Source: an optimization exercise on an open RTL-to-GDS flow (aim: small area, a short achievable clock period and few clock cycles per item). Production flows keep margins and buffers that such runs may drop.
At most, simulation tests tie the RTL to the original design; equivalence was not proved.
Only the layout flow was run in run 1; the RTL was not checked for function there.
Power and IR drop assume default switching activity.

$ cat run.sh
#!/bin/bash
# synth_recipe.tcl (not shown) runs the flow's synth.tcl, then flattens the netlist and writes it again
# the make line also repeats each setting of config.mk as NAME=value (left out here)
make -C /OpenROAD-flow-scripts/flow DESIGN_CONFIG=/design/flow/config.mk WORK_HOME=/design/flow/orfs CLKGATE_MAP_FILE= SYNTH_SCRIPT=/design/flow/synth_recipe.tcl finish
$ cat config.mk
export PLATFORM = sky130hd
export DESIGN_NAME = streaming_top_n_selector
export DESIGN_NICKNAME = streaming_top_n_selector
export VERILOG_FILES = /design/flow/design.v
export SDC_FILE = /design/flow/constraint.sdc
export NUM_CORES = 4
export LEC_CHECK = 0
export ABC_AREA = 1
export CAP_MARGIN = 20
export CORE_MARGIN = 2
export CORE_UTILIZATION = 40
export SETUP_SLACK_MARGIN = 1.5
export SLEW_MARGIN = 20
$ cat constraint.sdc
create_clock -name core_clock -period 6.0 [get_ports {clock}]
set_input_delay 1.2000 -clock core_clock [delete_from_list [all_inputs] [get_ports {clock}]]
set_output_delay 1.2000 -clock core_clock [all_outputs]
set_load 0.01 [all_outputs]
$ cat design.v
`timescale 1ns / 1ps
`default_nettype none
package stns_pkg;
   localparam int MAX_KEEP_DEF = 16;
   localparam int ID_BITS_DEF  = 15;
   localparam int SCORE_W      = 16;
   localparam int TOP_N_W      = 5;
   localparam logic [TOP_N_W-1:0] TOP_N_RST = TOP_N_W'(3);
endpackage
`default_nettype wire
`timescale 1ns / 1ps
`default_nettype none
module stns_cmp (
   input  logic [15:0] a,
   input  logic [15:0] b,
   output logic        lt,
   output logic        eq
);
   logic [15:0] aa, bb, g0, e0;
   logic [7:0]  g1, e1;
   logic [3:0]  g2, e2;
   logic [1:0]  g3, e3;
   assign aa = {~a[15], a[14:0]};
   assign bb = {~b[15], b[14:0]};
   assign g0 = ~aa & bb;
   assign e0 = ~(aa ^ bb);
   for (genvar i = 0; i < 8; i++) begin : g_l1
      assign g1[i] = g0[2*i+1] | (e0[2*i+1] & g0[2*i]);
      assign e1[i] = e0[2*i+1] & e0[2*i];
   end
   for (genvar i = 0; i < 4; i++) begin : g_l2
      assign g2[i] = g1[2*i+1] | (e1[2*i+1] & g1[2*i]);
      assign e2[i] = e1[2*i+1] & e1[2*i];
   end
   for (genvar i = 0; i < 2; i++) begin : g_l3
      assign g3[i] = g2[2*i+1] | (e2[2*i+1] & g2[2*i]);
      assign e3[i] = e2[2*i+1] & e2[2*i];
   end
   assign lt = g3[1] | (e3[1] & g3[0]);
   assign eq = e3[1] & e3[0];
endmodule
`default_nettype wire
`timescale 1ns / 1ps
`default_nettype none
module stns_dpath (
   input  logic        clock,
   input  logic        reset,
   input  logic        csr_we,
   input  logic [4:0]  csr_wdata,
   input  logic        in_valid,
   output logic        in_ready,
   input  logic [14:0] in_owner,
   input  logic [14:0] in_nb,
   input  logic [15:0] in_score,
   input  logic        in_last,
   output logic        out_valid,
   input  logic        out_ready,
   output logic [14:0] out_owner,
   output logic [14:0] out_nb,
   output logic [15:0] out_score,
   output logic        out_last
);
   localparam int N = 16;
   logic [4:0]  top_n_ff;
   logic        room_ff;       
   logic [N-1:0] b_in;         
   logic [4:0]  b_fill;
   logic        b_ovf;
   logic        b_done;        
   logic [14:0] b_own;
   logic [3:0]  tg_v;          
   logic        e_on;
   logic        e_ovf;
   logic        e_last;
   logic [N-1:0] e_mask;
   logic [N-1:0] e_sel;
   logic [3:0]  e_pos;
   logic [14:0] e_own;
   logic [15:0] sc [N];
   logic [14:0] nb [N];
   logic [3:0]  tg [N];
   logic [N-1:0] tp;           
   logic [N-1:0] lt_p, eq_p;
   logic [N-1:0] lt, eq, tpl, valid, inrun, inrun_nx, tgt, head, later, vic, upto, bef, lim;
   logic [3:0]  tgl [N];
   logic [3:0]  tgl_nx [N];
   logic [N-1:0] m_x, m_up, tp_nx, st_l;
   logic        first, can_fill, ovf_nx, rep, ins, rpl, proc, b_fin, prom;
   logic [4:0]  fe, fill_nx;
   logic [3:0]  tx;
   logic [4:0]  k_in, fill_d, topn_d, k_d;
   logic [N-1:0] comp, we, e_bot, ge_p, le_p, z, z_nx, sel_nx, mask_st;
   logic        emit, e_fin, edge_ok;
   assign k_in = (top_n_ff == 5'd0) ? 5'd1 : (top_n_ff > 5'd16) ? 5'd16 : top_n_ff;
   for (genvar i = 0; i < N; i++) begin : g_cmp
      stns_cmp u_cmp (.a(sc[i]), .b(in_score), .lt(lt_p[i]), .eq(eq_p[i]));
      assign lt[i]  = lt_p[i];
      assign eq[i]  = eq_p[i];
      assign tpl[i] = tp[i];
      assign tgl[i] = tg[i];
   end
   assign first    = !b_in[0];
   assign can_fill = room_ff;
   assign fe       = b_fill;
   assign fill_nx  = can_fill ? fe + 5'd1 : fe;
   assign ovf_nx   = b_ovf || !can_fill;
   assign inrun    = b_in;
   assign valid    = b_in;
   assign inrun_nx = can_fill ? {b_in[N-2:0], 1'b1} : b_in;
   for (genvar i = 0; i < N; i++) begin : g_pos_dec
      if (i == 0) begin : g_t0
         assign tgt[i] = !b_in[0];
      end else begin : g_ti
         assign tgt[i] = b_in[i-1] && !b_in[i];
      end
      assign head[i] = inrun[i] && !tpl[i];
   end
   always_comb begin
      later[N-1] = 1'b0;
      for (int i = N - 2; i >= 0; i--) begin
         later[i] = later[i+1] | head[i+1];
      end
   end
   assign vic = head & ~later;
   always_comb begin
      upto[N-1] = vic[N-1];
      for (int i = N - 2; i >= 0; i--) begin
         upto[i] = upto[i+1] | vic[i];
      end
   end
   assign tx = can_fill ? fe[3:0] : tg_v;
   for (genvar i = 0; i < N; i++) begin : g_bef
      assign bef[i] = valid[i] && !(can_fill ? lt[i] : (vic[i] || !upto[i] || lt[i] || (eq[i] && (tgl[i] > tx))));
      assign lim[i] = can_fill ? (inrun[i] || tgt[i]) : upto[i];
   end
   assign rep = |(vic & lt);
   logic [N-1:0] lastpos, nxt, prv, hb, hb_later, gs;
   logic        x_lt_min, tp_next, has_g, g_lt, g_eq;
   logic [3:0]  tg_q1, tg_s, tg_v_nx;
   always_comb begin
      for (int i = 0; i < N; i++) begin
         lastpos[i] = inrun[i] && ((i == N - 1) || !inrun[i == N - 1 ? N - 1 : i+1]);
         nxt[i]     = (i == 0) ? 1'b0 : vic[i == 0 ? 0 : i-1];
         prv[i]     = (i == N - 1) ? 1'b0 : vic[i == N - 1 ? N - 1 : i+1];
         hb[i]      = head[i] && upto[i] && !vic[i];
      end
      hb_later[N-1] = 1'b0;
      for (int i = N - 2; i >= 0; i--) begin
         hb_later[i] = hb_later[i+1] | hb[i+1];
      end
      gs       = hb & ~hb_later;
      has_g    = |hb;
      x_lt_min = !(|(lastpos & lt)) && !(|(lastpos & eq));
      tp_next  = |(nxt & tpl & inrun);
      g_lt     = |(prv & lt);
      g_eq     = |(prv & eq);
      tg_q1    = '0;
      tg_s     = '0;
      for (int i = 0; i < N; i++) begin
         tg_q1 = tg_q1 | (nxt[i] ? tgl[i] : 4'd0);
         tg_s  = tg_s | (gs[i] ? tgl[i] : 4'd0);
      end
      tg_v_nx = tg_v;
      if (first) begin
         tg_v_nx = 4'd0;
      end else if (can_fill) begin
         if (x_lt_min) tg_v_nx = fe[3:0];
      end else if (rep) begin
         if (tp_next) begin
            tg_v_nx = tg_q1;
         end else if (has_g) begin
            if (g_lt) begin
               tg_v_nx = tg_s;
            end else if (g_eq && (tg_s < tg_v)) begin
               tg_v_nx = tg_s;
            end
         end
      end
   end
   assign ins = proc && can_fill;
   assign rpl = proc && !can_fill && rep;
   always_comb begin
      for (int i = 0; i < N; i++) begin
         m_x[i]  = (ins || rpl) && lim[i] && !bef[i] && ((i == 0) || bef[i == 0 ? 0 : i-1]);
         m_up[i] = (ins || rpl) && lim[i] && !bef[i] && (i != 0) && !bef[i == 0 ? 0 : i-1];
      end
      for (int i = 0; i < N; i++) begin
         if (i == 0) begin
            tp_nx[i] = 1'b0;
         end else if (m_x[i]) begin
            tp_nx[i] = eq[i-1];
         end else if (m_up[i]) begin
            tp_nx[i] = m_up[i-1] ? tpl[i-1] : eq[i-1];
         end else if (rpl && vic[i-1]) begin
            tp_nx[i] = 1'b0;
         end else begin
            tp_nx[i] = tpl[i];
         end
         tgl_nx[i] = m_x[i] ? tx : m_up[i] ? tgl[i == 0 ? 0 : i-1] : tgl[i];
      end
   end
   always_comb begin
      for (int i = 0; i < N; i++) begin
         if (b_done) begin
            st_l[i] = b_ovf ? (inrun[i] && (tgl[i] == 4'd0))
                            : (inrun[i] && ((i == N - 1) || !inrun[i == N - 1 ? N - 1 : i+1]));
         end else begin
            st_l[i] = ovf_nx ? (inrun_nx[i] && (tgl_nx[i] == 4'd0)) : tgt[i];
         end
      end
   end
   always_comb begin
      for (int i = 0; i < N; i++) begin
         e_bot[i] = e_mask[i] && ((i == 0) || !e_mask[i == 0 ? 0 : i-1]);
         mask_st[i] = b_done ? inrun[i] : inrun_nx[i];
      end
      ge_p[0] = e_sel[0];
      for (int i = 1; i < N; i++) begin
         ge_p[i] = ge_p[i-1] | e_sel[i];
      end
      le_p[N-1] = e_sel[N-1];
      for (int i = N - 2; i >= 0; i--) begin
         le_p[i] = le_p[i+1] | e_sel[i];
      end
      for (int i = 0; i < N; i++) begin
         comp[i] = emit && e_mask[i] && le_p[i] && (i != 0) && e_mask[i == 0 ? 0 : i-1];
         z[i]    = e_mask[i] && (tg[i] == e_pos + 4'd1);
      end
      for (int i = 0; i < N; i++) begin
         z_nx[i]   = ((i != 0) && z[i == 0 ? 0 : i-1] && !ge_p[i == 0 ? 0 : i-1])
                     || (z[i] && ge_p[i] && !e_sel[i]);
         sel_nx[i] = e_ovf ? z_nx[i] : e_sel[i];
      end
   end
   assign emit     = e_on && out_ready;
   assign e_fin    = emit && e_last;
   assign edge_ok  = !(|(tgt & e_mask)) || (emit && (|(tgt & e_bot)));
   assign in_ready = !b_done && (!can_fill || edge_ok);
   assign proc     = in_valid && in_ready;
   assign b_fin    = proc && in_last;
   assign prom     = (b_fin || b_done) && (!e_on || e_fin);
   assign we = m_x | m_up | comp;
   for (genvar i = 0; i < N; i++) begin : g_pos
      localparam int LO = (i == 0) ? 0 : i - 1;
      logic up, hold;
      assign up   = m_up[i] || comp[i];
      assign hold = !we[i];
      always_ff @(posedge clock) begin
         sc[i] <= ({16{m_x[i]}} & in_score) | ({16{up}} & sc[LO]) | ({16{hold}} & sc[i]);
         nb[i] <= ({15{m_x[i]}} & in_nb) | ({15{up}} & nb[LO]) | ({15{hold}} & nb[i]);
         tg[i] <= ({4{m_x[i]}} & tx) | ({4{up}} & tg[LO]) | ({4{hold}} & tg[i]);
         if (proc) begin
            tp[i] <= tp_nx[i];
         end
      end
   end
   assign topn_d = csr_we ? csr_wdata : top_n_ff;
   assign k_d    = (topn_d == 5'd0) ? 5'd1 : (topn_d > 5'd16) ? 5'd16 : topn_d;
   assign fill_d = prom ? 5'd0 : proc ? fill_nx : b_fill;
   always_ff @(posedge clock) begin
      if (proc) begin
         tg_v <= tg_v_nx;
      end
      if (proc && first) begin
         b_own <= in_owner;
      end
      if (reset) begin
         top_n_ff <= stns_pkg::TOP_N_RST;
         room_ff  <= 1'b1;
         b_in     <= '0;
         b_fill   <= '0;
         b_ovf    <= 1'b0;
         b_done   <= 1'b0;
         e_on     <= 1'b0;
         e_mask   <= '0;
      end else begin
         if (csr_we) begin
            top_n_ff <= csr_wdata;
         end
         room_ff <= fill_d < k_d;
         if (prom) begin
            b_in   <= '0;
            b_fill <= '0;
            b_ovf  <= 1'b0;
            b_done <= 1'b0;
            e_on   <= 1'b1;
            e_mask <= mask_st;
            e_sel  <= st_l;
            e_pos  <= '0;
            e_ovf  <= b_done ? b_ovf : ovf_nx;
            e_last <= (b_done ? b_fill : fill_nx) == 5'd1;
            e_own  <= (b_fin && first) ? in_owner : b_own;
         end else begin
            if (proc) begin
               b_in   <= inrun_nx;
               b_fill <= fill_nx;
               b_ovf  <= ovf_nx;
               if (in_last) begin
                  b_done <= 1'b1;
               end
            end
            if (emit) begin
               if (e_last) begin
                  e_on   <= 1'b0;
                  e_mask <= '0;
               end else begin
                  e_mask <= e_mask & ~e_bot;
                  e_sel  <= sel_nx;
                  e_pos  <= e_pos + 4'd1;
                  e_last <= !(|(e_mask & ~e_bot & ((e_mask & ~e_bot) << 1)));
               end
            end
         end
      end
   end
   always_comb begin
      out_nb    = '0;
      out_score = '0;
      for (int i = 0; i < N; i++) begin
         out_nb    = out_nb | (e_sel[i] ? nb[i] : 15'd0);
         out_score = out_score | (e_sel[i] ? sc[i] : 16'd0);
      end
   end
   assign out_valid = e_on;
   assign out_last  = e_last;
   assign out_owner = e_own;
endmodule
`default_nettype wire
`timescale 1ns / 1ps
`default_nettype none
module streaming_top_n_selector (
   input  logic        clock,
   input  logic        reset,
   input  logic        csr_we,
   input  logic [4:0]  csr_wdata,
   input  logic        req_tvalid,
   output logic        req_tready,
   input  logic [47:0] req_tdata,
   input  logic        req_tlast,
   output logic        rsp_tvalid,
   input  logic        rsp_tready,
   output logic [47:0] rsp_tdata,
   output logic        rsp_tlast
);
   logic [14:0] out_owner;
   logic [14:0] out_nb;
   logic [15:0] out_score;
   stns_dpath u_dpath (
      .clock      (clock),
      .reset      (reset),
      .csr_we     (csr_we),
      .csr_wdata  (csr_wdata),
      .in_valid   (req_tvalid),
      .in_ready   (req_tready),
      .in_owner   (req_tdata[14:0]),
      .in_nb      (req_tdata[29:15]),
      .in_score   (req_tdata[45:30]),
      .in_last    (req_tlast),
      .out_valid  (rsp_tvalid),
      .out_ready  (rsp_tready),
      .out_owner  (out_owner),
      .out_nb     (out_nb),
      .out_score  (out_score),
      .out_last   (rsp_tlast)
   );
   assign rsp_tdata = {2'b00, out_score, out_nb, out_owner};
endmodule
`default_nettype wire
==> implementation parameters, run 1 <==
Parameter                              Value

Pwr
  Switching Share ... 45.1%
  Peak VDD IR ... 0.231 mV
  Proportion of power drawn by flip-flops and latches ... 32.0%
  Pint ... 0.0135 W
  Net switching power ... 0.0111 W
  Leakage power of the design ... 21.0 nW
  Clk network pwr share ... 20.9%
  Power density over cell area ... 496 nW/um^2
  Fraction of power consumed by combinational cells ... 47.1%

Placed design
  Place WS ... 0.00956 ns
  Placed wire-length estimate ... 131000 um
  Instance count after placement with tap cells included ... 7202
  Count of input and output buffers ... 105
  Placer congestion estimate ... 1.02

Worst setup path
  Kind of critical path ... reg -> out
  Ordered cell list for the critical path ... inv_1, nor2_4, nand2_1, o22ai_1, a211oi_1, nand4_1, nand2_1, nand2_1, nand2_1, inv_1, clkdlybuf4s50_1
  Critical-path top delay cell ... a211oi_1
  Most frequent CP cell ... nand2_1
  CP peak stage delay ... 0.53 ns
  Maximum net fanout on the critical path ... 7
  Endpoint class of the critical path ... output pin
  Worst setup SP type ... register
  Data arrival time of the worst path ... 3.36 ns
  Required time worst endpoint ... 4.80 ns

Synth
  Number of synthesized flops with an enable pin ... 102
  Leading post-synthesis cells by cell area ... dfxtp_1 (27%), nand2_1 (16%), ha_1 (9.7%)
  Post-synthesis cell type with the largest combined area ... dfxtp_1
  Avg Inst Size Synth ... 7.23 um^2
  Warning count from the yosys run ... 11
  Sequential-to-total area share from yosys stat ... 34.7%
  Flop and latch count out of synthesis ... 677
  Async set or reset register ratio after synthesis ... 0%
  Primary flip-flop cell chosen by synthesis mapping ... dfxtp_1
  Proportion of netlist area held by the largest area contributor ... 27.4%
  Number of instances in the synthesized netlist ... 5805
  Synthesized cell area ... 42000 um^2
  Number of different library cells in the post-synthesis netlist ... 69

STA
  Max-slew violation count ... 0
  Worst Tran Pin Value ... 1.15 ns
  Setup-failing EPs final ... 0
  Maximum clock rate ... 0.219 GHz
  Final number of hold-violating endpoints ... 0
  Share of the clock period used by the worst path after layout ... 76.0%
  RSZ-0062 raised after global routing ... yes
  Worst Setup Slack, final ... 1.44 ns
  Clock tree skew after final layout ... 0.0257 ns
  Setup_tns ... 0 ns
  Post-layout minimum cycle time ... 4.56 ns
  Slew headroom ... 23.0%

Clock network
  Cts-stage hold buffer count ... 0
  Insertion delay to the later sink of the worst-skew pair ... 0.67 ns
  Clk Tree Root Cell ... clkbuf_16
  Clock Pin Slew Worst Setup and Hold Paths ... 0.06 ns
  Number of sinks on the clock net ... 677
  Clock tree from TritonCTS ... done
  CTS Buf Count ... 82
  # H-tree levels ... 3
  Largest buffer count on any clock path ... 3

Flow run
  Number of violations of the max-capacitance limit ... 0

Floorplanning
  Placeable core region ... 104000 um^2
  Die H ... 328 um
  Die Outline Area ... 108000 um^2
  Die width ... 328 um
  Number of top-level pins ... 110
  Initial cell density of the core ... 40.5%
  Std cell rows ... 118

Finish
  Final standard cell utilization of the core ... 47.9%
  Final layout net count ... 6344
  Fraction of final layout cells with drive strength greater than 1 ... 13.1%
  Area growth from synthesis to layout ... 18.4%
  Filler cell count in the final layout ... 10300
  Non-filler cells, final ... 7408

Global route
  Global-route wire length before repair ... 256000 um
  Antenna violations before repair ... 4
  Vias in the first global route ... 39700
  Gr usage total ... 31.4%
  Overflow left after global routing ... 0
  Largest net degree at the start of global routing ... 50

Route
  Via-per-instance ratio ... 5.80
  Antenna-violating nets left ... 0
  Per-cell routed wire length ... 23.7 um
  Sum of routed wire length over all layers ... 176000 um
  DR pass1 iterations ... 6
  DRC violation count after routing ... 0
  Number of DRC markers in iteration 0 ... 4990
  Total number of vias ... 43000

Run status
  Outcome ... timing/DRC/antenna clean

Min path
  Tightest Hold Check Type ... reg -> reg
==> flip-flops by register name, indices dropped and copies added (netlist names), 4 cells and up, named ones only <==
register / flops
u_dpath.e_pos: 4
u_dpath.tp: 15
u_dpath.top_n_ff: 5
u_dpath.b_fill: 5
u_dpath.e_sel: 16
u_dpath.tg: 64
u_dpath.e_mask: 16
u_dpath.sc: 240
u_dpath.e_own: 15
u_dpath.nb: 225
u_dpath.b_own: 15
u_dpath.tg_v: 4
u_dpath.b_in: 16
==> path summary, 6_finish.rpt <==
kind / endpoint / depth (start not counted) / slack, ns / from
setup / recovery: req_tready / 11 / 1.44 / u_dpath.b_in[3]
hold / removal: u_dpath.top_n_ff[0] / 2 / 0.45 / u_dpath.top_n_ff[0]
setup reg to reg: u_dpath.e_sel[6] / 20 / 1.69 / u_dpath.room_ff
hold reg to reg: u_dpath.top_n_ff[0] / 2 / 0.45 / u_dpath.top_n_ff[0]
==> cell families (layout without fill, tap and decap cells) <==
group | count (synthesis) | after routing | synth area share [%]
buffers and inverters | 887 | 1106 | 8.48
AND/OR/NAND/NOR | 2764 | 2766 | 27.8
adder cells (fa/ha/maj) | 325 | 325 | 9.69
AO/OA/AOI/OAI | 1103 | 1103 | 18.2
multiplexers | 16 | 16 | 0.426
other | 1 | 3 | 0.00893
flip-flops | 677 | 677 | 34.7
XOR/XNOR | 32 | 32 | 0.668
==> cells in the final DEF, fill, tap and decap left out, types with 32 or more instances in the layout <==
cell / instances
nor2_1: 302
o221ai_1: 221
buf_4: 198
a22oi_1: 32
dfxtp_1: 568
clkdlybuf4s50_1: 61
inv_1: 553
clkbuf_16: 90
nand3_1: 378
a21oi_1: 265
nand2_1: 1753
nand4_1: 112
o211ai_1: 38
edfxtp_1: 102
o221ai_2: 58
a21oi_2: 48
a221oi_2: 45
ha_1: 324
o21ai_0: 180
o22ai_1: 45
nor3_1: 57
==> metal layers <==
| layer | wire [um] | GRT usage (%) | share of wire, % |
|---|---|---|---|
| met1 | 78200 | 43.6 | 44 |
| met2 | 74700 | 47.5 | 42 |
| met3 | 14800 | 5.14 | 8.4 |
| met5 | 28 | 0 | 0.016 |
| met4 | 8240 | 14.2 | 4.7 |
==> through the flow <==
stage | instance area [um^2] | hold WS (ns) | power (W)
after floorplan | 42000 | 0.424 | 0.0145
after global placement | 45100 | 0.434 | 0.0183
after detailed placement | 45100 | 0.439 | 0.0186
after CTS | 48900 | 0.454 | 0.0241
after global routing | 49700 | 0.470 | 0.0262
final | 49700 | 0.448 | 0.0247
==> synthesized netlist by cell type (all sizes together), types with 3 or more instances <==
cell type  instances
nand2           1802
a211oi            25
a21oi            314
nor3              64
mux2              15
edfxtp           102
o211ai            38
nand3            392
ha               325
inv              602
buf              111
a22o              11
nor2             347
o32ai              3
nand3b             6
o31ai             15
a2111oi            5
o21ai            191
o221ai           280
clkinv             9
clkbuf           165
nand4            114
and3               3
dfxtp            575
a31oi             29
a22oi             32
o21a               9
or2                7
nor4              26
a311oi             5
xnor2              3
o2111ai           29
a221oi            61
xor2              29
o22ai             47
==> what timing repair did <==
action,CTS,global route
cloned,6,5
setup buffers,15,28
gates resized for setup,283,157
setup endpoints to repair,651,632
hold endpoints to repair,0,0
pin swaps,24,61
==> critical path, delay by kind of cell (launching register included) <==
kind | cells | cell delay, ns
flip-flops | 1 | 0.39
buffers and inverters | 3 | 0.90
AND/OR/NAND/NOR | 6 | 0.73
AO/OA/AOI/OAI | 2 | 0.68
==> power groups by stage <==
stage | Clock (W) | Sequential [W] | Combinational, W
floorplan | 0 | 0.00735 | 0.00714
global placement | 0 | 0.00779 | 0.0105
detailed placement | 0 | 0.00782 | 0.0107
CTS | 0.00522 | 0.00780 | 0.0111
global route | 0.00538 | 0.00805 | 0.0127
finish | 0.00516 | 0.00788 | 0.0116
==> area by class of cell <==
| cell class | count | area [um^2] | share of cell area (%) |
|---|---|---|---|
| Timing Repair inverter | 4 | 30.0 | 0.0604 |
| Timing Repair Buffer | 340 | 3060 | 6.16 |
| Multi-Input combinational cell | 4244 | 25100 | 50.6 |
| Clock buffer | 124 | 2470 | 4.96 |
| Sequential cell | 677 | 14600 | 29.4 |
| Inverter | 611 | 2410 | 4.84 |
| Clock inverter | 27 | 287 | 0.577 |
| Tap cell | 1380 | 1730 | 3.47 |
| Antenna cell | 1 | 2.50 | 0.00504 |
==> run 2: changes to the inputs <==
--- a/design.v
+++ b/design.v
@@ -75,6 +75,7 @@
    logic [N-1:0] e_mask;
    logic [N-1:0] e_sel;
    logic [3:0]  e_pos;
+   logic [4:0]  e_rem;
    logic [14:0] e_own;
    logic [15:0] sc [N];
    logic [14:0] nb [N];
@@ -288,6 +289,7 @@
             e_sel  <= st_l;
             e_pos  <= '0;
             e_ovf  <= b_done ? b_ovf : ovf_nx;
+            e_rem  <= b_done ? b_fill : fill_nx;
             e_last <= (b_done ? b_fill : fill_nx) == 5'd1;
             e_own  <= (b_fin && first) ? in_owner : b_own;
          end else begin
@@ -307,7 +309,8 @@
                   e_mask <= e_mask & ~e_bot;
                   e_sel  <= sel_nx;
                   e_pos  <= e_pos + 4'd1;
-                  e_last <= !(|(e_mask & ~e_bot & ((e_mask & ~e_bot) << 1)));
+                  e_rem  <= e_rem - 5'd1;
+                  e_last <= e_rem == 5'd2;
                end
             end
          end
--- a/config.mk
+++ b/config.mk
@@ -9,5 +9,5 @@
 export CAP_MARGIN = 20
 export CORE_MARGIN = 2
 export CORE_UTILIZATION = 40
-export SETUP_SLACK_MARGIN = 1.5
+export SETUP_SLACK_MARGIN = 1.0
 export SLEW_MARGIN = 20
==> run 2 against run 1 <==
Against the previous run: clock skew grew 0.0015 ns; critical path type unchanged; area after synthesis rose by 0.88%; utilization decreased by 1.5 points; still clean; via count up 0.43%; flip-flop and latch count increased by 5; highest routed layer unchanged; register-to-register slack lost 0.57 ns.
==> implementation parameters, run 2 <==
Parameter                              Value

Global route
  Gr usage total ... 31.1% (-0.29 points)
  Vias in the first global route ... 39400 (-0.77%)
  Overflow left after global routing ... 0 (unchanged)
  Largest net degree at the start of global routing ... 50 (unchanged)
  Global-route wire length before repair ... 255000 um (-0.17%)
  Antenna violations before repair ... 4 (unchanged)

Worst setup path
  Maximum net fanout on the critical path ... 15 (+8)
  Data arrival time of the worst path ... 3.76 ns (+0.40 ns)
  Kind of critical path ... reg -> out
  Required time worst endpoint ... 4.80 ns (about the same)
  Worst setup SP type ... register
  Endpoint class of the critical path ... output pin

Route
  Total number of vias ... 43200 (+0.43%)
  Number of DRC markers in iteration 0 ... 4799 (-3.8%)
  DR pass1 iterations ... 6 (unchanged)
  Routed metal-1 wire length ... 78000 um (-0.24%)
  Met2 wire length ... 73000 um (-2.2%)
  Sum of routed wire length over all layers ... 174000 um (-1.3%)
  DRC violation count after routing ... 0 (unchanged)
  Antenna-violating nets left ... 0 (unchanged)
  Uppermost routed layer ... met5
  Via-per-instance ratio ... 5.85 (+0.85%)
  Per-cell routed wire length ... 23.5 um (-0.86%)
  Metal3 WL ... 16300 um (+11%)

Floorplanning
  Initial cell density of the core ... 40.3% (-0.16 points)
  Die H ... 329 um (+0.43%)
  Die width ... 329 um (+0.43%)
  Die Outline Area ... 109000 um^2 (+0.87%)
  Placeable core region ... 105000 um^2 (+1.3%)
  Number of top-level pins ... 110 (unchanged)
  Std cell rows ... 119 (+0.85%)

STA
  Final number of hold-violating endpoints ... 0 (unchanged)
  Max-slew violation count ... 0 (unchanged)
  Slew headroom ... 26.8% (+3.8 points)
  Setup_tns ... 0 ns (unchanged)
  Share of the clock period used by the worst path after layout ... 82.7% (+6.7 points)
  Clock tree skew after final layout ... 0.0271 ns (+0.00149 ns)
  Setup-failing EPs final ... 0 (unchanged)
  Worst Setup Slack, final ... 1.04 ns (-0.400 ns)
  RSZ-0062 raised after global routing ... yes
  Post-layout minimum cycle time ... 4.96 ns (+0.400 ns)
  Maximum clock rate ... 0.202 GHz (-8.1%)
  Worst Tran Pin Value ... 1.10 ns (-0.0560 ns)

Synth
  Number of instances in the synthesized netlist ... 5821 (+0.28%)
  Post-synthesis cell type with the largest combined area ... dfxtp_1
  Number of synthesized flops with an enable pin ... 107 (+4.9%)
  Most repeated cell in the gate-level netlist after synthesis ... nand2_1
  Cell types with the highest counts after synthesis ... nand2_1 (1794), dfxtp_1 (575), inv_1 (561), nand3_1 (395), ha_1 (327)
  Synthesized cell area ... 42400 um^2 (+0.88%)
  Leading post-synthesis cells by cell area ... dfxtp_1 (27%), nand2_1 (16%), ha_1 (9.7%)
  Avg Inst Size Synth ... 7.28 um^2 (+0.60%)
  Async set or reset register ratio after synthesis ... 0% (unchanged)
  Warning count from the yosys run ... 11 (unchanged)
  Primary flip-flop cell chosen by synthesis mapping ... dfxtp_1
  Proportion of netlist area held by the largest area contributor ... 27.2% (-0.24 points)
  Sequential-to-total area share from yosys stat ... 34.8% (+0.052 points)
  Number of different library cells in the post-synthesis netlist ... 67 (-2.9%)
  Flop and latch count out of synthesis ... 682 (+0.74%)

Placed design
  Placed wire-length estimate ... 127000 um (-3.5%)
  Count of input and output buffers ... 105 (unchanged)
  Placer congestion estimate ... 1.00 (-1.4%)
  Place WS ... 0.437 ns (+0.428 ns)

Pwr
  Net switching power ... 0.0112 W (+0.60%)
  Leakage power of the design ... 20.7 nW (-1.7%)
  Clk network pwr share ... 20.9% (about the same)
  Switching Share ... 45.1% (about the same)
  Pint ... 0.0136 W (+0.71%)
  Power density over cell area ... 509 nW/um^2 (+2.6%)
  Peak VDD IR ... 0.334 mV (+44%)
  Fraction of power consumed by combinational cells ... 46.6% (-0.5 points)
  Proportion of power drawn by flip-flops and latches ... 32.5% (+0.5 points)

Finish
  Final layout net count ... 6302 (-0.66%)
  Fraction of final layout cells with drive strength greater than 1 ... 9.39% (-3.7 points)
  Filler cell count in the final layout ... 10500 (+2.6%)
  Commonest non-fill, non-tap cells in the layout ... nand2_1 (1787), dfxtp_1 (574), inv_1 (559)
  Area growth from synthesis to layout ... 15.1%
  Largest register FFs ... 240 (unchanged)
  Most flop-heavy register ... u_dpath.sc
  Biggest registers after layout ... u_dpath.sc (240), u_dpath.nb (225), u_dpath.tg (64)
  Commonest non-fill, non-tap cell in the layout ... nand2_1

Clock network
  Number of sinks on the clock net ... 682 (+0.74%)
  Largest buffer count on any clock path ... 3 (unchanged)
  # H-tree levels ... 3 (unchanged)
  Clock tree from TritonCTS ... done
  Cts-stage hold buffer count ... 0 (unchanged)
  Clock Pin Slew Worst Setup and Hold Paths ... 0.06 ns (about the same)
  CTS Buf Count ... 83 (+1.2%)
  Clk Tree Root Cell ... clkbuf_16
  Insertion delay to the later sink of the worst-skew pair ... 0.70 ns (+0.03 ns)

Min path
  Tightest Hold Check Type ... reg -> reg

Run status
  Outcome ... timing/DRC/antenna clean

Flow run
  Number of violations of the max-capacitance limit ... 0 (unchanged)
run 2: cell type report:
type | instances | area [um^2] | area share (%)
diodes | 2 | 5.00 | 0.0103
multi-input cells | 4260 | 24500 | 50.3
inverters | 609 | 2320 | 4.76
well taps | 1391 | 1740 | 3.57
flip-flops and latches | 682 | 14700 | 30.2
repair buffers | 280 | 2640 | 5.42
clock inverters | 23 | 250 | 0.513
clock buffers | 130 | 2520 | 5.17
run 2: path summary, 6_finish.rpt:
| path | startpoint | end | slack [ns] | cells after the start |
|---|---|---|---|---|
| min | u_dpath.tg[15][2] | u_dpath.tg[15][2] | 0.45 | 2 |
| min reg2reg | u_dpath.tg[15][2] | u_dpath.tg[15][2] | 0.45 | 2 |
| max | u_dpath.e_sel[0] | rsp_tdata[24] | 1.04 | 12 |
| max reg2reg | u_dpath.b_in[12] | u_dpath.tg_v[3] | 1.12 | 20 |
run 2: stage by stage:
stage	hold slack [ns]	util, %	total power (W)	instance area (um^2)	cells
after floorplan	0.424	-	0.0149	42400	5822
after global placement	0.432	43.2	0.0189	45400	7217
after detailed placement	0.445	43.2	0.0191	45400	7217
after CTS	0.455	46.1	0.0244	48500	7372
after global routing	0.479	46.4	0.0264	48700	7376
final	0.451	46.4	0.0248	48700	7377
run 2: what timing repair did:
item,4_1_cts,5_1_grt
setup endpoints to repair,26,450
pin swaps,6,11
cloned,0,1
buffers inserted,2,2
hold endpoints to repair,0,0
resized for setup,48,62
run 2: kinds of logic (layout without fill, tap and decap cells):
logic type	Yosys count	after routing	synth area share, %
flip-flops	682	682	34.8
XOR/XNOR	36	36	0.744
AND/OR/NAND/NOR	2801	2802	28.0
buffers and inverters	881	1042	8.43
other	1	4	0.00885
adder cells (fa/ha/maj)	327	327	9.66
AO/OA/AOI/OAI	1077	1077	17.9
multiplexers	16	16	0.422
run 2: metal layers:
| layer | track usage (%) | vias up |
|---|---|---|
| met3 | 6.47 | 302 |
| li1 | - | 20300 |
| met2 | 46.3 | 2013 |
| met5 | 0 | - |
| met1 | 44.1 | 20500 |
| met4 | 11.1 | 4 |
run 2: worst max-delay path, cell delays in order (launching register included):
cell,delay [ns]
edfxtp_1,0.36
buf_4,0.19
buf_4,0.23
buf_6,0.22
nand2_1,0.08
nand4_1,0.08
a221oi_1,0.23
nand3_1,0.19
a221oi_2,0.25
nand2_1,0.11
a221oi_1,0.30
nand4_1,0.25
clkdlybuf4s50_1,0.55
run 2: power groups by stage:
| stage | Sequential (W) | Clock (W) | Combinational, W |
|---|---|---|---|
| final | 0.00808 | 0.00519 | 0.0116 |
| after global routing | 0.00824 | 0.00543 | 0.0127 |
| after CTS | 0.00798 | 0.00525 | 0.0112 |
| after detailed placement | 0.00801 | 0 | 0.0111 |
| after global placement | 0.00798 | 0 | 0.0109 |
| after floorplan | 0.00754 | 0 | 0.00733 |
Testbench counts of run 2, summed over its fixed seeds: cycles 6,077, items 5,341.
==> run 3: changes to the inputs <==
--- a/design.v
+++ b/design.v
@@ -75,8 +75,12 @@
    logic [N-1:0] e_mask;
    logic [N-1:0] e_sel;
    logic [3:0]  e_pos;
-   logic [4:0]  e_rem;
    logic [14:0] e_own;
+   logic        w_on;
+   logic        w_ovf;
+   logic        w_one;         
+   logic [N-1:0] w_mask;
+   logic [14:0] w_own;
    logic [15:0] sc [N];
    logic [14:0] nb [N];
    logic [3:0]  tg [N];
@@ -92,6 +96,8 @@
    logic [4:0]  k_in, fill_d, topn_d, k_d;
    logic [N-1:0] comp, we, e_bot, ge_p, le_p, z, z_nx, sel_nx, mask_st;
    logic        emit, e_fin, edge_ok;
+   logic [N-1:0] occ, occ_bot, w_top, w_start;
+   logic        e_free, bfd, case_a, case_b, case_c, case_d, b_reset;
    assign k_in = (top_n_ff == 5'd0) ? 5'd1 : (top_n_ff > 5'd16) ? 5'd16 : top_n_ff;
    for (genvar i = 0; i < N; i++) begin : g_cmp
       stns_cmp u_cmp (.a(sc[i]), .b(in_score), .lt(lt_p[i]), .eq(eq_p[i]));
@@ -224,7 +230,8 @@
          le_p[i] = le_p[i+1] | e_sel[i];
       end
       for (int i = 0; i < N; i++) begin
-         comp[i] = emit && e_mask[i] && le_p[i] && (i != 0) && e_mask[i == 0 ? 0 : i-1];
+         comp[i] = emit && (i != 0) && ((e_mask[i] && le_p[i] && e_mask[i == 0 ? 0 : i-1]) ||
+                                        w_mask[i == 0 ? 0 : i-1]);
          z[i]    = e_mask[i] && (tg[i] == e_pos + 4'd1);
       end
       for (int i = 0; i < N; i++) begin
@@ -235,11 +242,26 @@
    end
    assign emit     = e_on && out_ready;
    assign e_fin    = emit && e_last;
-   assign edge_ok  = !(|(tgt & e_mask)) || (emit && (|(tgt & e_bot)));
+   assign occ = e_mask | w_mask;
+   always_comb begin
+      for (int i = 0; i < N; i++) begin
+         occ_bot[i] = occ[i] && ((i == 0) || !occ[i == 0 ? 0 : i-1]);
+         w_top[i]   = w_mask[i] && ((i == N - 1) || !w_mask[i == N - 1 ? N - 1 : i+1]);
+         w_start[i] = w_ovf ? (w_mask[i] && (tg[i] == 4'd0)) : w_top[i];
+      end
+   end
+   assign edge_ok  = !(|(tgt & occ)) || (emit && (|(tgt & occ_bot)));
    assign in_ready = !b_done && (!can_fill || edge_ok);
    assign proc     = in_valid && in_ready;
    assign b_fin    = proc && in_last;
-   assign prom     = (b_fin || b_done) && (!e_on || e_fin);
+   assign e_free   = !e_on || e_fin;
+   assign bfd      = b_fin || b_done;
+   assign case_a   = e_free && w_on;                  
+   assign case_b   = e_free && !w_on && bfd;          
+   assign case_c   = !e_free && !w_on && b_fin;       
+   assign case_d   = !e_free && w_on && b_fin;        
+   assign b_reset  = case_b || case_c || (case_a && bfd);
+   assign prom     = case_b;
    assign we = m_x | m_up | comp;
    for (genvar i = 0; i < N; i++) begin : g_pos
       localparam int LO = (i == 0) ? 0 : i - 1;
@@ -257,7 +279,7 @@
    end
    assign topn_d = csr_we ? csr_wdata : top_n_ff;
    assign k_d    = (topn_d == 5'd0) ? 5'd1 : (topn_d > 5'd16) ? 5'd16 : topn_d;
-   assign fill_d = prom ? 5'd0 : proc ? fill_nx : b_fill;
+   assign fill_d = b_reset ? 5'd0 : proc ? fill_nx : b_fill;
    always_ff @(posedge clock) begin
       if (proc) begin
          tg_v <= tg_v_nx;
@@ -274,44 +296,63 @@
          b_done   <= 1'b0;
          e_on     <= 1'b0;
          e_mask   <= '0;
+         w_on     <= 1'b0;
+         w_mask   <= '0;
       end else begin
          if (csr_we) begin
             top_n_ff <= csr_wdata;
          end
          room_ff <= fill_d < k_d;
-         if (prom) begin
+         if (b_reset) begin
             b_in   <= '0;
             b_fill <= '0;
             b_ovf  <= 1'b0;
             b_done <= 1'b0;
+         end else if (proc) begin
+            b_in   <= inrun_nx;
+            b_fill <= fill_nx;
+            b_ovf  <= ovf_nx;
+            if (in_last) begin
+               b_done <= 1'b1;
+            end
+         end
+         if (case_c || (case_a && bfd)) begin
+            w_on   <= 1'b1;
+            w_mask <= b_done ? inrun : inrun_nx;
+            w_ovf  <= b_done ? b_ovf : ovf_nx;
+            w_one  <= (b_done ? b_fill : fill_nx) == 5'd1;
+            w_own  <= (b_fin && first) ? in_owner : b_own;
+         end else if (case_a) begin
+            w_on   <= 1'b0;
+            w_mask <= '0;
+         end else if (emit) begin
+            w_mask <= w_mask << 1;
+         end
+         if (case_a) begin
+            e_on   <= 1'b1;
+            e_mask <= w_mask << 1;
+            e_sel  <= w_start << 1;
+            e_pos  <= '0;
+            e_ovf  <= w_ovf;
+            e_last <= w_one;
+            e_own  <= w_own;
+         end else if (case_b) begin
             e_on   <= 1'b1;
             e_mask <= mask_st;
             e_sel  <= st_l;
             e_pos  <= '0;
             e_ovf  <= b_done ? b_ovf : ovf_nx;
-            e_rem  <= b_done ? b_fill : fill_nx;
             e_last <= (b_done ? b_fill : fill_nx) == 5'd1;
             e_own  <= (b_fin && first) ? in_owner : b_own;
-         end else begin
-            if (proc) begin
-               b_in   <= inrun_nx;
-               b_fill <= fill_nx;
-               b_ovf  <= ovf_nx;
-               if (in_last) begin
-                  b_done <= 1'b1;
-               end
-            end
-            if (emit) begin
-               if (e_last) begin
-                  e_on   <= 1'b0;
-                  e_mask <= '0;
-               end else begin
-                  e_mask <= e_mask & ~e_bot;
-                  e_sel  <= sel_nx;
-                  e_pos  <= e_pos + 4'd1;
-                  e_rem  <= e_rem - 5'd1;
-                  e_last <= e_rem == 5'd2;
-               end
+         end else if (emit) begin
+            if (e_last) begin
+               e_on   <= 1'b0;
+               e_mask <= '0;
+            end else begin
+               e_mask <= e_mask & ~e_bot;
+               e_sel  <= sel_nx;
+               e_pos  <= e_pos + 4'd1;
+               e_last <= !(|(e_mask & ~e_bot & ((e_mask & ~e_bot) << 1)));
             end
          end
       end
--- a/config.mk
+++ b/config.mk
@@ -9,5 +9,6 @@
 export CAP_MARGIN = 20
 export CORE_MARGIN = 2
 export CORE_UTILIZATION = 40
-export SETUP_SLACK_MARGIN = 1.0
+export CTS_BUF_LIST = sky130_fd_sc_hd__clkbuf_8
+export SETUP_SLACK_MARGIN = 1.5
 export SLEW_MARGIN = 20
==> run 3 against run 2 <==
Against the previous run: still clean; sequential power up 6.6%; worst hold slack worse by 0.012 ns; critical path depth down 2.
==> implementation parameters, run 3 <==
Parameter                              Value

STA
  Final number of hold-violating endpoints ... 0 (unchanged)
  Slew headroom ... 24.7% (-2.1 points)
  RSZ-0062 raised after global routing ... yes
  Share of the clock period used by the worst path after layout ... 79.5% (-3.2 points)
  Setup_tns ... 0 ns (unchanged)
  Max-slew violation count ... 0 (unchanged)
  Setup-failing EPs final ... 0 (unchanged)
  Worst Tran Pin Value ... 1.13 ns (+0.0301 ns)
  Clock tree skew after final layout ... 0.0893 ns (+0.0622 ns)
  Maximum clock rate ... 0.210 GHz (+4.0%)
  Post-layout minimum cycle time ... 4.77 ns (-0.192 ns)

Global route
  Overflow left after global routing ... 0 (unchanged)
  Largest net degree at the start of global routing ... 51 (+2.0%)
  Global-route wire length before repair ... 284000 um (+11%)
  Vias in the first global route ... 43200 (+9.7%)
  Gr usage total ... 33.6% (+2.6 points)
  Antenna violations before repair ... 12 (+8)

Flow run
  Number of violations of the max-capacitance limit ... 0 (unchanged)

Finish
  Filler cell count in the final layout ... 10900 (+3.3%)
  Final standard cell utilization of the core ... 48.2% (+1.8 points)
  Biggest registers after layout ... u_dpath.sc (240), u_dpath.nb (225), u_dpath.tg (64)
  Final layout net count ... 6732 (+6.8%)
  Largest register FFs ... 240 (unchanged)
  Most flop-heavy register ... u_dpath.sc
  Commonest non-fill, non-tap cells in the layout ... nand2_1 (1829), inv_1 (654), dfxtp_1 (583)
  Commonest non-fill, non-tap cell in the layout ... nand2_1
  Area growth from synthesis to layout ... 19.4%
  Fraction of final layout cells with drive strength greater than 1 ... 12.8% (+3.4 points)

Worst setup path
  Data arrival time of the worst path ... 3.57 ns (-0.19 ns)
  Worst setup SP type ... register
  Number of cell instances on the worst register-to-register path ... 19 (-5.0%)
  Endpoint class of the critical path ... output pin
  Maximum net fanout on the critical path ... 14 (-1)
  Required time worst endpoint ... 4.80 ns (about the same)
  Reg2Reg Launch Point ... u_dpath.b_in[10]
  Kind of critical path ... reg -> out
  First element of the critical path ... u_dpath.e_sel[0]
  Minimum setup slack among reg-to-reg paths ... 1.71 ns (+0.59 ns)

Synth
  Avg Inst Size Synth ... 7.17 um^2 (-1.5%)
  Async set or reset register ratio after synthesis ... 0% (unchanged)
  Synthesized cell area ... 43900 um^2 (+3.7%)
  Post-synthesis cell type with the largest combined area ... dfxtp_1
  Flop and latch count out of synthesis ... 711 (+4.3%)
  Sequential-to-total area share from yosys stat ... 35.1% (+0.37 points)
  Number of different library cells in the post-synthesis netlist ... 65 (-3.0%)
  Primary flip-flop cell chosen by synthesis mapping ... dfxtp_1
  Proportion of netlist area held by the largest area contributor ... 27.0% (-0.18 points)
  Most repeated cell in the gate-level netlist after synthesis ... nand2_1
  Number of synthesized flops with an enable pin ... 119 (+11%)
  Number of instances in the synthesized netlist ... 6124 (+5.2%)
  Cell types with the highest counts after synthesis ... nand2_1 (1858), inv_1 (611), dfxtp_1 (592), nand3_1 (354), nor2_1 (347)
  Leading post-synthesis cells by cell area ... dfxtp_1 (27%), nand2_1 (16%), ha_1 (9.3%)
  Warning count from the yosys run ... 11 (unchanged)

Min path
  Number of cells traversed by the worst hold path ... 2 (unchanged)
  Tightest Hold Check Type ... reg -> reg
  Hold path start ... u_dpath.nb[1][13]

Clock network
  CTS Buf Count ... 136 (+64%)
  Number of sinks on the clock net ... 711 (+4.3%)
  Clk Tree Root Cell ... clkbuf_8
  Clock Pin Slew Worst Setup and Hold Paths ... 0.06 ns (about the same)
  Cts-stage hold buffer count ... 0 (unchanged)
  Clock tree from TritonCTS ... done
  Largest buffer count on any clock path ... 3 (unchanged)
  # H-tree levels ... 4 (+1)
  Insertion delay to the later sink of the worst-skew pair ... 0.88 ns (+0.18 ns)

Floorplanning
  Initial cell density of the core ... 40.3% (+0.042 points)
  Die width ... 335 um (+1.8%)
  Die H ... 335 um (+1.8%)
  Placeable core region ... 109000 um^2 (+3.6%)
  Std cell rows ... 121 (+1.7%)
  Number of top-level pins ... 110 (unchanged)
  Die Outline Area ... 112000 um^2 (+3.6%)

Route
  Number of DRC markers in iteration 0 ... 6373 (+33%)
  Total number of vias ... 47400 (+9.8%)
  DR pass1 iterations ... 6 (unchanged)
  DRC violation count after routing ... 0 (unchanged)
  Via-per-instance ratio ... 6.01 (+2.7%)
  Sum of routed wire length over all layers ... 199000 um (+14%)
  Antenna-violating nets left ... 0 (unchanged)
  Per-cell routed wire length ... 25.2 um (+7.0%)

Run status
  Outcome ... timing/DRC/antenna clean

Placed design
  Placer congestion estimate ... 1.04 (+3.6%)
  Count of input and output buffers ... 105 (unchanged)
  Placed wire-length estimate ... 138000 um (+9.1%)

Pwr
  Peak VDD IR ... 0.296 mV (-11%)
  Overall power after layout ... 0.0284 W (+14%)
  Leakage power of the design ... 22.3 nW (+7.8%)
  Power density over cell area ... 541 nW/um^2 (+6.2%)
## run 3: cell count changes after synthesis, sizes merged, moves of 21 or more
cell	before	now
a22oi	32	94
a31oi	27	50
inv	602	650
nand2	1826	1887
nand3	405	363
nor2	346	367
o21ai	198	319
o221ai	268	226
o22ai	42	63
## run 3: routing by layer
metal  wire length, um  global-route usage, %  vias to the layer above
met5                27                      0                        -
met4             11900                   17.9                        4
met3             22700                   7.16                      510
met2             80700                   48.4                     2819
met1             83200                   46.7                    22400
li1                  -                      -                    21600
## run 3: cell type report
class,count,area (um^2),area share (%)
Inverter,658,2560,4.89
Tap cell,1414,1770,3.38
Clock buffer,165,2270,4.33
Sequential cell,711,15400,29.5
Timing Repair Buffer,377,3770,7.20
Timing Repair inverter,1,5.00,0.00955
Multi-Input combinational cell,4463,26000,49.6
Antenna cell,7,17.5,0.0334
Clock inverter,86,578,1.10
## run 3: what timing repair did
| action | CTS | global route |
|---|---|---|
| cloned | 4 | 12 |
| gates resized for setup | 221 | 219 |
| buffers inserted | 38 | 24 |
| setup endpoints to repair | 580 | 614 |
| pin swaps | 35 | 59 |
## run 3: critical path, stage by stage, from the launching register on
cell	delay [ns]
edfxtp_1	0.48
buf_12	0.23
nand2_1	0.09
o2111ai_1	0.19
a221oi_2	0.36
o2111ai_2	0.24
a21oi_2	0.28
o2111ai_4	0.20
a21oi_2	0.19
o221ai_1	0.15
dlygate4sd2_1	0.31
## run 3: path summary, 6_finish.rpt
path	endpoint
max	rsp_tdata[33]
min	u_dpath.nb[2][13]
max reg2reg	u_dpath.tg_v[3]
min reg2reg	u_dpath.nb[2][13]
## run 3: metrics by stage
stage / instances / hold slack (ns) / cell area, um^2 / setup WS, ns
finish: 7882 / 0.440 / 52400 / 1.23
global route: 7880 / 0.469 / 52400 / 1.21
CTS: 7839 / 0.441 / 51300 / 1.25
detailed placement: 7546 / 0.440 / 47300 / -0.0103
global placement: 7545 / 0.438 / 47200 / 0.0419
floorplan: 6125 / 0.424 / 43900 / 1.51
## run 3: where the power goes
| group | total (W) | leakage [nW] | internal [W] | switching [W] |
|---|---|---|---|---|
| Combinational | 0.0146 | 14.6 | 0.00490 | 0.00972 |
| Clock | 0.00512 | 1.65 | 0.00274 | 0.00238 |
| Sequential | 0.00861 | 6.00 | 0.00696 | 0.00165 |
| Total | 0.0284 | 22.3 | 0.0146 | 0.0138 |
## run 3: logic make-up (layout without fill, tap and decap cells)
family,Yosys count,after routing,share of synthesized area (%)
xor gates and xnor gates,24,24,0.479
DFF,711,711,35.1
muxes,1,1,0.0228
buffers and inverters,956,1287,8.77
and+or+nand+nor,2846,2851,27.2
adders and majority gates,325,325,9.26
other,1,9,0.00854
AOI/OAI and AO/OA,1260,1260,19.1
Testbench counts of run 3, summed over its fixed seeds: cycles 5,636, items 5,341.
==> run 4: changes to the inputs <==
--- a/config.mk
+++ b/config.mk
@@ -9,6 +9,5 @@
 export CAP_MARGIN = 20
 export CORE_MARGIN = 2
 export CORE_UTILIZATION = 40
-export CTS_BUF_LIST = sky130_fd_sc_hd__clkbuf_8
 export SETUP_SLACK_MARGIN = 1.5
 export SLEW_MARGIN = 20
==> run 4 against run 3 <==
Against the previous run: still clean on timing, DRC and antenna; first-iteration DRC count increased by 2.7%; total power rose by 2.5%; synthesized cell count stayed put; count of clock-buffer cells in the layout fell by 43; register-to-register slack lost 0.30 ns; worst hold slack gained 0.015 ns; via count decreased by 0.31%; highest routed layer unchanged.
==> implementation parameters, run 4 <==
Parameter                              Value

Clock network
  Clk Tree Root Cell ... clkbuf_16
  CTS Buf Count ... 87 (-36%)
  Clock Pin Slew Worst Setup and Hold Paths ... 0.06 ns (about the same)
  Largest buffer count on any clock path ... 3 (unchanged)
  Cts-stage hold buffer count ... 0 (unchanged)
  Number of sinks on the clock net ... 711 (unchanged)
  Insertion delay to the later sink of the worst-skew pair ... 0.69 ns (-0.19 ns)
  Clock tree from TritonCTS ... done
  # H-tree levels ... 3 (-1)

STA
  Max-slew violation count ... 0 (unchanged)
  Maximum clock rate ... 0.216 GHz (+3.1%)
  Setup_tns ... 0 ns (unchanged)
  Worst Setup Slack, final ... 1.37 ns (+0.141 ns)
  Worst Tran Pin Value ... 1.11 ns (-0.0177 ns)
  Post-layout minimum cycle time ... 4.63 ns (-0.141 ns)
  Clock tree skew after final layout ... 0.0332 ns (-0.0561 ns)
  Share of the clock period used by the worst path after layout ... 77.1% (-2.4 points)
  Slew headroom ... 25.9% (+1.2 points)
  RSZ-0062 raised after global routing ... yes
  Setup-failing EPs final ... 0 (unchanged)
  Final number of hold-violating endpoints ... 0 (unchanged)

Global route
  Gr usage total ... 33.7% (+0.073 points)
  Global-route wire length before repair ... 284000 um (+0.20%)
  Vias in the first global route ... 42800 (-0.84%)
  Largest net degree at the start of global routing ... 51 (unchanged)
  Overflow left after global routing ... 0 (unchanged)
  Antenna violations before repair ... 9 (-3)

Finish
  Multi-input logic area ... 26100 um^2 (+0.36%)
  Register Area ... 15400 um^2 (about the same)
  Area growth from synthesis to layout ... 20.7%
  Biggest registers after layout ... u_dpath.sc (240), u_dpath.nb (225), u_dpath.tg (64)
  Most flop-heavy register ... u_dpath.sc
  Final standard cell utilization of the core ... 48.7% (+0.51 points)
  Commonest non-fill, non-tap cells in the layout ... nand2_1 (1833), inv_1 (599), dfxtp_1 (589)
  Fraction of final layout cells with drive strength greater than 1 ... 12.7% (-0.12 points)
  Largest register FFs ... 240 (unchanged)
  Filler cell count in the final layout ... 10800 (-0.83%)
  Final layout net count ... 6708 (-0.36%)
  Post-route cell area ... 53000 um^2 (+1.1%)
  Commonest non-fill, non-tap cell in the layout ... nand2_1

Floorplanning
  Die Outline Area ... 112000 um^2 (unchanged)
  Number of top-level pins ... 110 (unchanged)
  Die width ... 335 um (unchanged)
  Placeable core region ... 109000 um^2 (unchanged)
  Initial cell density of the core ... 40.3% (unchanged)
  Std cell rows ... 121 (unchanged)
  Die H ... 335 um (unchanged)

Synth
  Number of synthesized flops with an enable pin ... 119 (unchanged)
  Async set or reset register ratio after synthesis ... 0% (unchanged)
  Number of instances in the synthesized netlist ... 6124 (unchanged)
  Warning count from the yosys run ... 11 (unchanged)
  Synthesized cell area ... 43900 um^2 (unchanged)
  Leading post-synthesis cells by cell area ... dfxtp_1 (27%), nand2_1 (16%), ha_1 (9.3%)
  Avg Inst Size Synth ... 7.17 um^2 (unchanged)
  Flop and latch count out of synthesis ... 711 (unchanged)
  Primary flip-flop cell chosen by synthesis mapping ... dfxtp_1
  Post-synthesis cell type with the largest combined area ... dfxtp_1
  Sequential-to-total area share from yosys stat ... 35.1% (unchanged)
  Most repeated cell in the gate-level netlist after synthesis ... nand2_1
  Number of different library cells in the post-synthesis netlist ... 65 (unchanged)
  Proportion of netlist area held by the largest area contributor ... 27.0% (unchanged)
  Cell types with the highest counts after synthesis ... nand2_1 (1858), inv_1 (611), dfxtp_1 (592), nand3_1 (354), nor2_1 (347)

Worst setup path
  Kind of critical path ... reg -> out
  Number of cell instances on the worst register-to-register path ... 15 (-4)
  Reg2Reg Launch Point ... u_dpath.b_in[15]
  CP peak stage delay ... 0.43 ns (-0.05 ns)
  Critical-path top delay cell ... edfxtp_1
  Endpoint class of the critical path ... output pin
  Maximum net fanout on the critical path ... 3 (-11)
  Required time worst endpoint ... 4.80 ns (about the same)
  Ordered cell list for the critical path ... clkinvlp_4, buf_4, buf_4, o221ai_1, a221oi_2, o2111ai_2, a221oi_2, o2111ai_2, a21oi_2, o221ai_1, clkdlybuf4s15_2
  Data arrival time of the worst path ... 3.43 ns (-0.14 ns)
  Worst setup SP type ... register
  Minimum setup slack among reg-to-reg paths ... 1.41 ns (-0.30 ns)
  R2r endpoint ... u_dpath.tg_v[2]

Placed design
  Place WS ... -0.0103 ns (unchanged)
  Placed wire-length estimate ... 138000 um (unchanged)
  Count of input and output buffers ... 105 (unchanged)
  Placer congestion estimate ... 1.04 (unchanged)
  DP Area ... 47300 um^2 (unchanged)

Pwr
  Net switching power ... 0.0138 W (+0.32%)
  Pint ... 0.0152 W (+4.5%)
  Leakage power of the design ... 22.3 nW (+0.26%)
  Clk network pwr share ... 19.1% (+1.1 points)
  Switching Share ... 47.5% (-1.0 points)
  Overall power after layout ... 0.0290 W (+2.5%)
  Proportion of power drawn by flip-flops and latches ... 29.6% (-0.8 points)
  Fraction of power consumed by combinational cells ... 51.3% (-0.3 points)
  Power density over cell area ... 548 nW/um^2 (+1.4%)
  Peak VDD IR ... 0.272 mV (-8.0%)

Min path
  Tightest Hold Check Type ... reg -> reg
  Number of cells traversed by the worst hold path ... 2 (unchanged)
  Hold path start ... u_dpath.tg[15][2]
  Worst-case hold path end point ... u_dpath.tg[15][2]

Route
  DR pass1 iterations ... 9 (+3)
  DRC violation count after routing ... 0 (unchanged)
  Via-per-instance ratio ... 6.04 (+0.56%)
  Number of DRC markers in iteration 0 ... 6548 (+2.7%)
  Per-cell routed wire length ... 25.7 um (+2.0%)
  Sum of routed wire length over all layers ... 201000 um (+1.1%)
  Total number of vias ... 47200 (-0.31%)
  Antenna-violating nets left ... 0 (unchanged)

Flow run
  Number of violations of the max-capacitance limit ... 0 (unchanged)

Run status
  Outcome ... timing/DRC/antenna clean
==> run 4: cell counts after synthesis <==
No cell type changed its count.
==> run 4: how the worst max path moves through the flow <==
stage,from,endpoint,slack (ns),depth (start not counted)
2_1_floorplan,req_tdata[45],u_dpath.e_sel[0],1.51,26
3_3_place_gp,req_tdata[45],u_dpath.e_sel[1],0.04,25
3_5_place_dp,req_tdata[45],u_dpath.e_sel[1],-0.01,25
4_1_cts,u_dpath.e_sel[0],rsp_tdata[28],1.27,11
5_1_grt,u_dpath.e_sel[1],rsp_tdata[34],1.28,11
6_report,u_dpath.e_sel[1],rsp_tdata[34],1.37,11
==> run 4: through the flow <==
stage	hold WS (ns)	std cells
floorplan	0.424	6125
global placement	0.438	7545
detailed placement	0.440	7546
CTS	0.459	7758
global route	0.468	7814
finish	0.454	7814
==> run 4: timing repair <==
action                                  CTS  global route
pin swaps                                40            69
cloned                                    7            18
gates resized for setup                 222           245
buffers inserted                         43            35
endpoints found under the setup margin  639           622
==> run 4: metal layers <==
| metal | wire, um | GRT usage [%] | vias to the layer above |
|---|---|---|---|
| li1 | - | - | 21600 |
| met1 | 83100 | 46.7 | 22400 |
| met2 | 82100 | 48.8 | 2728 |
| met3 | 23000 | 7.23 | 518 |
| met4 | 12500 | 17.7 | 4 |
| met5 | 32 | 0 | - |
==> run 4: power by group through the flow <==
stage,clock (W),sequential (W),combinational [W]
after floorplan,0,0.00799,0.00848
after global placement,0,0.00848,0.0131
after global routing,0.00576,0.00876,0.0161
final,0.00554,0.00859,0.0149
after detailed placement,0,0.00850,0.0133
after CTS,0.00558,0.00847,0.0139
==> run 4: kinds of logic after synthesis <==
logic type / after synthesis / share of synthesized area, %
XOR/XNOR: 24 / 0.479
AND/OR/NAND/NOR: 2846 / 27.2
buffers and inverters: 956 / 8.77
adder cells (fa/ha/maj): 325 / 9.26
flip-flops: 711 / 35.1
AO/OA/AOI/OAI: 1260 / 19.1
other: 1 / 0.00854
multiplexers: 1 / 0.0228
==> run 4: cell type report <==
class | instances | area share [%]
Multi-Input combinational cell | 4463 | 49.3
Sequential cell | 711 | 29.1
Timing Repair Buffer | 402 | 7.83
Inverter | 658 | 4.82
Clock buffer | 122 | 4.78
Tap cell | 1414 | 3.34
Clock inverter | 40 | 0.813
Antenna cell | 3 | 0.0142
Timing Repair inverter | 1 | 0.00945
==> run 4: worst max-delay path, delay by kind of cell (launching register included) <==
family,cells,cell delay [ns]
DFF,1,0.43
AOI/OAI and AO/OA,7,1.60
buffers and inverters,4,0.72
==> run 5: changes to the inputs <==
--- a/config.mk
+++ b/config.mk
@@ -9,5 +9,6 @@
 export CAP_MARGIN = 20
 export CORE_MARGIN = 2
 export CORE_UTILIZATION = 40
+export CTS_BUF_LIST = sky130_fd_sc_hd__clkbuf_4
 export SETUP_SLACK_MARGIN = 1.5
 export SLEW_MARGIN = 20
==> run 5 against run 4 <==
Against the previous run: sequential share of layout area rose by 0.37 points; first-iteration DRC count fell by 6.8%; global-route usage rose by 0.64 points; flip-flop and latch count stayed put; area after synthesis unchanged; highest routed layer unchanged.
==> implementation parameters, run 5 <==
Parameter                              Value

Route
  Number of DRC markers in iteration 0 ... 6105 (-6.8%)
  DR pass1 iterations ... 6 (-3)
  Antenna-violating nets left ... 0 (unchanged)
  Sum of routed wire length over all layers ... 198000 um (-1.3%)
  DRC violation count after routing ... 0 (unchanged)
  Per-cell routed wire length ... 24.8 um (-3.5%)
  Via-per-instance ratio ... 5.94 (-1.7%)
  Total number of vias ... 47500 (+0.60%)

Clock network
  Cts-stage hold buffer count ... 0 (unchanged)
  Clk Tree Root Cell ... clkbuf_4
  Largest buffer count on any clock path ... 3 (unchanged)
  Clock tree from TritonCTS ... done
  CTS Buf Count ... 203 (+130%)
  Clock Pin Slew Worst Setup and Hold Paths ... 0.06 ns (about the same)
  Number of sinks on the clock net ... 711 (unchanged)
  # H-tree levels ... 4 (+1)
  Insertion delay to the later sink of the worst-skew pair ... 1.21 ns (+0.52 ns)

Finish
  Commonest non-fill, non-tap cell in the layout ... nand2_1
  Largest register FFs ... 240 (unchanged)
  Final layout net count ... 6809 (+1.5%)
  Register Area ... 15400 um^2 (+0.12%)
  Final standard cell utilization of the core ... 48.1% (-0.56 points)
  Non-filler cells, final ... 7999 (+2.4%)
  Most flop-heavy register ... u_dpath.sc
  Filler cell count in the final layout ... 11000 (+1.4%)
  Biggest registers after layout ... u_dpath.sc (240), u_dpath.nb (225), u_dpath.tg (64)
  Commonest non-fill, non-tap cells in the layout ... nand2_1 (1828), inv_1 (600), dfxtp_1 (578)
  Fraction of final layout cells with drive strength greater than 1 ... 15.3% (+2.6 points)
  Area growth from synthesis to layout ... 19.3%
  Multi-input logic area ... 26100 um^2 (unchanged)

Placed design
  Count of input and output buffers ... 105 (unchanged)
  Placer congestion estimate ... 1.04 (unchanged)
  Instance count after placement with tap cells included ... 7546 (unchanged)
  Placed wire-length estimate ... 138000 um (unchanged)

STA
  Setup-failing EPs final ... 0 (unchanged)
  RSZ-0062 raised after global routing ... yes
  Maximum clock rate ... 0.203 GHz (-6.0%)
  Share of the clock period used by the worst path after layout ... 82.1% (+4.9 points)
  Clock tree skew after final layout ... 0.125 ns (+0.0914 ns)
  Final number of hold-violating endpoints ... 0 (unchanged)
  Worst Tran Pin Value ... 1.27 ns (+0.157 ns)
  Slew headroom ... 15.4% (-10 points)
  Post-layout minimum cycle time ... 4.92 ns (+0.296 ns)
  Max-slew violation count ... 0 (unchanged)

Worst setup path
  Cell type group with the largest total delay on the critical path ... buffers and inverters
  Most frequent CP cell ... buf_6
  Kind of critical path ... reg -> out
  Count of buffer and inverter cells on the critical path ... 10 (+6)
  Critical-path top delay cell ... edfxtp_1
  CP peak stage delay ... 0.46 ns (+0.03 ns)
  Worst setup SP type ... register
  Endpoint class of the critical path ... output pin
  Data arrival time of the worst path ... 3.72 ns (+0.29 ns)
  Minimum setup slack among reg-to-reg paths ... 1.59 ns (+0.18 ns)
  Maximum net fanout on the critical path ... 3 (unchanged)
  Ordered cell list for the critical path ... buf_6, clkinvlp_4, buf_4, buf_6, buf_6, buf_6, buf_6, buf_4, buf_12, o22ai_4, a221oi_2, nand4_1, buf_2
  Required time worst endpoint ... 4.80 ns (about the same)

Global route
  Largest net degree at the start of global routing ... 51 (unchanged)
  GRT met2 Usage ... 49.7% (+0.87 points)
  Gr usage total ... 34.3% (+0.64 points)
  Antenna violations before repair ... 11 (+2)
  GR met3 Demand/Resource ... 9.04% (+1.8 points)
  Vias in the first global route ... 43900 (+2.7%)
  GR Util met1 ... 46.4% (-0.23 points)
  Overflow left after global routing ... 0 (unchanged)
  Most used routing layer ... met2
  Global-route wire length before repair ... 288000 um (+1.5%)

Pwr
  Power density over cell area ... 532 nW/um^2 (-2.9%)
  Peak VDD IR ... 0.307 mV (+13%)
  Leakage power of the design ... 22.3 nW (-0.25%)

Floorplanning
  Die width ... 335 um (unchanged)
  Number of top-level pins ... 110 (unchanged)
  Placeable core region ... 109000 um^2 (unchanged)
  Std cell rows ... 121 (unchanged)
  Initial cell density of the core ... 40.3% (unchanged)
  Die H ... 335 um (unchanged)
  Die Outline Area ... 112000 um^2 (unchanged)

Min path
  Tightest Hold Check Type ... reg -> reg

Synth
  Post-synthesis cell type with the largest combined area ... dfxtp_1
  Most repeated cell in the gate-level netlist after synthesis ... nand2_1
  Number of different library cells in the post-synthesis netlist ... 65 (unchanged)
  Leading post-synthesis cells by cell area ... dfxtp_1 (27%), nand2_1 (16%), ha_1 (9.3%)
  Sequential-to-total area share from yosys stat ... 35.1% (unchanged)
  Warning count from the yosys run ... 11 (unchanged)
  Async set or reset register ratio after synthesis ... 0% (unchanged)
  Proportion of netlist area held by the largest area contributor ... 27.0% (unchanged)
  Cell types with the highest counts after synthesis ... nand2_1 (1858), inv_1 (611), dfxtp_1 (592), nand3_1 (354), nor2_1 (347)
  Flop and latch count out of synthesis ... 711 (unchanged)
  Synthesized cell area ... 43900 um^2 (unchanged)
  Primary flip-flop cell chosen by synthesis mapping ... dfxtp_1
  Number of instances in the synthesized netlist ... 6124 (unchanged)
  Avg Inst Size Synth ... 7.17 um^2 (unchanged)
  Number of synthesized flops with an enable pin ... 119 (unchanged)

Flow run
  Number of violations of the max-capacitance limit ... 0 (unchanged)

Run status
  Outcome ... timing/DRC/antenna clean
## run 5: cell counts after synthesis
No cell type changed its count.
## run 5: layer usage
| layer | up-vias | wire, um |
|---|---|---|
| li1 | 21900 | - |
| met1 | 22300 | 82200 |
| met2 | 2764 | 81000 |
| met3 | 532 | 23500 |
| met4 | 6 | 11600 |
| met5 | - | 46 |
## run 5: area by class of cell
class | instances | share of cell area (%)
diodes | 9 | 0.0430
clock buffers | 311 | 4.46
clock inverters | 45 | 0.530
inverters | 658 | 4.87
multi-input cells | 4462 | 49.8
flip-flops and latches | 711 | 29.5
well taps | 1414 | 3.38
repair buffers | 389 | 7.38
## run 5: cell families (layout without fill, tap and decap cells)
| logic type | count (synthesis) | count (layout) | synth area share [%] |
|---|---|---|---|
| compound gates | 1260 | 1260 | 19.1 |
| xor+xnor | 24 | 24 | 0.479 |
| mux | 1 | 1 | 0.0228 |
| fa+ha+maj | 325 | 325 | 9.26 |
| flops | 711 | 711 | 35.1 |
| simple gates | 2846 | 2850 | 27.2 |
| other cells | 1 | 11 | 0.00854 |
| buf+inv | 956 | 1403 | 8.77 |
## run 5: stage by stage
step | setup TNS [ns] | instance area (um^2) | hold WS, ns | setup WS [ns] | total power [W]
after CTS | 0 | 51600 | 0.420 | 0.957 | 0.0272
after floorplan | 0 | 43900 | 0.424 | 1.51 | 0.0165
after detailed placement | -0.0103 | 47300 | 0.440 | -0.0103 | 0.0218
final | 0 | 52400 | 0.445 | 1.08 | 0.0279
after global routing | 0 | 52400 | 0.470 | 0.963 | 0.0295
after global placement | 0 | 47200 | 0.438 | 0.0419 | 0.0215
## run 5: worst paths after layout
check,startpoint,to,cells past startpoint
worst min register to register,u_dpath.nb[4][12],u_dpath.nb[5][12],2
worst max register to register,u_dpath.room_ff,u_dpath.nb[2][13],19
worst min-delay path,u_dpath.nb[4][12],u_dpath.nb[5][12],2
worst max-delay path,u_dpath.e_sel[0],rsp_tdata[45],13
## run 5: timing repair
item | CTS | global route
pin swaps | 61 | 72
resized for setup | 339 | 160
setup buffers | 52 | 27
endpoints found under the setup margin | 374 | 549
cloned | 9 | 0
## run 5: worst register-to-register path: stages, from the launching register on
cell	delay, ns
dfxtp_4	0.55
inv_1	0.15
buf_4	0.27
nand2_1	0.11
nand2_2	0.26
buf_4	0.32
ha_1	0.21
nor2_1	0.09
o21ai_0	0.09
a221oi_2	0.33
a211oi_1	0.14
nand2_2	0.28
and3_1	0.23
nand2_2	0.22
nor2_2	0.32
inv_1	0.09
nand2_2	0.15
buf_4	0.33
nand2_1	0.11
nand3_1	0.08
## run 5: power breakdown
part | internal (W) | switching, W
clock | 0.00238 | 0.00234
sequential | 0.00696 | 0.00169
combinational | 0.00486 | 0.00966

[re-timing with driven ports]
The results above use ideal ports. As a check the final layouts listed here were re-extracted and re-timed, cells and wires unchanged. Step 1 sets driving cells, clkbuf_16 on the clock port and buf_2 on the other inputs (assumed; they add their load-dependent delay and slew). Step 2 also shifts input and output timing later by t, the mid clock arrival at the registers, as if the neighbouring blocks saw the same clock. a / b / c = ideal / step 1 / step 2; a / b = the first two.
run	shift t [ns]	slack for setup (ns)
run 1	0.734	1.438 / 1.366 / 0.895
run 2	0.752	1.039 / 0.969 / 0.436
run 3	0.904	1.231 / 1.159 / 0.667
run 4	0.756	1.372 / 1.295 / 0.843
run 5	1.222	1.076 / 1.003 / 0.197
After both steps setup and hold are still met in every run listed.
